Background: an optimization exercise with open tools, aiming at small area, a short achievable clock period and few clock cycles. Do not read the settings as production practice.
Function was checked by simulation only, so behaviour that the tests miss may differ from the original.
No activity file was given, so power comes from the tool's default toggle rates.

run A:
// event_sched_top
module event_sched_top #(
    parameter int NS = 3
) (
    input  logic        clk,
    input  logic        rst_n,
    input  logic [15:0] event_addr,
    input  logic        event_valid,
    output logic        event_ready,
    output logic [15:0] window_addr,
    output logic        window_valid,
    input  logic        window_ready
);
Settings: LEC_CHECK=0, ABC_AREA=1, CAP_MARGIN=20, CORE_MARGIN=2, CORE_UTILIZATION=40, CTS_BUF_LIST=sky130_fd_sc_hd__clkbuf_8, SETUP_SLACK_MARGIN=0.5, SLEW_MARGIN=20; clock period 14.5 ns.
standard.sh (not shown) runs the stock make flow with config.mk's settings and CLKGATE_MAP_FILE= SYNTH_SCRIPT=/design/flow/synth_recipe.tcl, a recipe that flattens the netlist after the stock synthesis.
==> flow/flow/run.sh <==
#!/bin/bash
# The standard layout, with faster port buffers than the default choice, a
# clock tree without dummy loads, and timing repair aiming well past the
# clock period's needs.
set -euo pipefail
export BUFFER_PORTS_ARGS="-buffer_cell sky130_fd_sc_hd__buf_4"
export CTS_ARGS="-repair_clock_nets -buf_list sky130_fd_sc_hd__clkbuf_16 -dont_use_dummy_load"
bash standard.sh SETUP_SLACK_MARGIN=10.4 finish > standard_flow.log 2>&1
Testbench counts of run A, summed over its fixed seeds: cycles 16,698.
Input changes introduced in run B (baseline for comparison: run A):
Settings: setting PLACE_DENSITY to 0.85 for the first time.
==> flow/flow/run.sh <==
#!/bin/bash
# The standard layout, with faster port buffers than the default choice, a
# clock tree without dummy loads, and timing repair aiming well past the
# clock period's needs.
set -euo pipefail
export BUFFER_PORTS_ARGS="-buffer_cell sky130_fd_sc_hd__buf_1"
export CTS_ARGS="-sink_clustering_enable -repair_clock_nets -buf_list sky130_fd_sc_hd__clkbuf_8 -dont_use_dummy_load"
bash standard.sh SETUP_SLACK_MARGIN=10.4 finish > standard_flow.log 2>&1
Results
Run B does better than run A on worst slack at placement.
Switching share of power: run B vs run A up 3.0 points
In terms of clock-pin slew on the worst setup and hold paths, run A and run B differ only marginally.
From run A to run B the numbers moved as follows: power density over the cells saw a decrease, number of buffers inserted to repair setup after CTS saw an increase, average vias per placed instance rose 0.23, worst setup slack rose 4.8 ps.
The wire length number comes out lower for run B vs run A.
From run A to run B the numbers moved as follows: worst hold slack +4.7 ps, wire length of the first global-routing pass -about 3.4%.
Relative to run B, the following input files were edited for run C:
Settings: removing PLACE_DENSITY (formerly 0.85).
==> comparison <==
- Run C against run B: final clock skew ~0 delta; area of the core ~0 delta.
- Between run B and run C, the post-place instance area does not differ in any meaningful way.
#### Input delta (run D over run C)
Settings: changing CORE_UTILIZATION from 40 to 70.
--- outcome ---
- Both conditions hold for run D: the flow ran to the end and the final layout passed the timing, design-rule and antenna checks.
- Routed wire length ends up higher on run C.
- Changes observed in run D relative to run C: multi-input logic portion of the cell area went up 1.3 points; total placed cells including tap cells dropped 9.9%.
- When run D is measured against run C, its count of non-CTS buffers in the layout turns out 11% higher.
- Comparing run C with run D, the sequential cell count of the final layout came out essentially unchanged.
Input changes introduced in run E (baseline for comparison: run D):
Settings: swapping 70 for 40 in CORE_UTILIZATION.
==> flow/flow/run.sh <==
#!/bin/bash
# The standard layout, with faster port buffers than the default choice, a
# clock tree without dummy loads, and timing repair aiming well past the
# clock period's needs.
set -euo pipefail
export BUFFER_PORTS_ARGS="-buffer_cell sky130_fd_sc_hd__buf_4"
export CTS_ARGS="-sink_clustering_enable -repair_clock_nets -buf_list sky130_fd_sc_hd__clkbuf_8 -dont_use_dummy_load"
bash standard.sh SETUP_SLACK_MARGIN=10.6 finish > standard_flow.log 2>&1
### Flow results
- Per the final summary, run E finished and its layout is clean on timing, DRC and antenna.
- Fmax (lower): run E
- Compared with run D, run E shows switching part of the total power lower by 0.96 points.
- Final worst hold slack ended up 8.9 ps higher on run E than on run D.
- Taking run D as the reference, in run E number of rows in the core area climbed 14; time the final worst path needs with I/O delays and setup climbed 17 ps; overall power after layout climbed 4.2%; least setup slack across all paths after layout dropped 17 ps; via count of the first global-routing pass dropped 53.
- Post-detailed-routing wire length: run E and run D compared, lower one is run D
- NOTE global-route wire length before repair run D->run E increased by a few percent

==> afterwards: timing with drivers on the ports <==
How much do the figures lean on ideal ports? The routed layouts below were timed once more, with nothing changed but the port constraints.
Step 1 (the two cells are an assumption about what drives the block):
set clk [get_ports {clk}]
set_driving_cell -lib_cell sky130_fd_sc_hd__clkbuf_16 $clk
set_driving_cell -lib_cell sky130_fd_sc_hd__buf_2 [delete_from_list [all_inputs] $clk]
Step 2 also shifts input and output timing later by t, the mid clock arrival at the registers, as if the neighbouring blocks saw the same clock.
Three values: ideal, step 1, step 2; two values: the first two.
run | t (ns) | setup slack, ns | worst setup path at the end | worst slew at a driven data input, ns
run A | 0.457 | 10.445 / 10.399 / 10.565 | input to register | 0.03
run B | 0.484 | 10.450 / 10.415 / 10.555 | register to register | 0.03
run C | 0.480 | 10.449 / 10.410 / 10.560 | register to register | 0.03
run D | 0.485 | 10.442 / 10.399 / 10.495 | register to register | 0.03
run E | 0.478 | 10.425 / 10.383 / 10.514 | input to register | 0.04
After both steps every run listed still meets setup and hold.
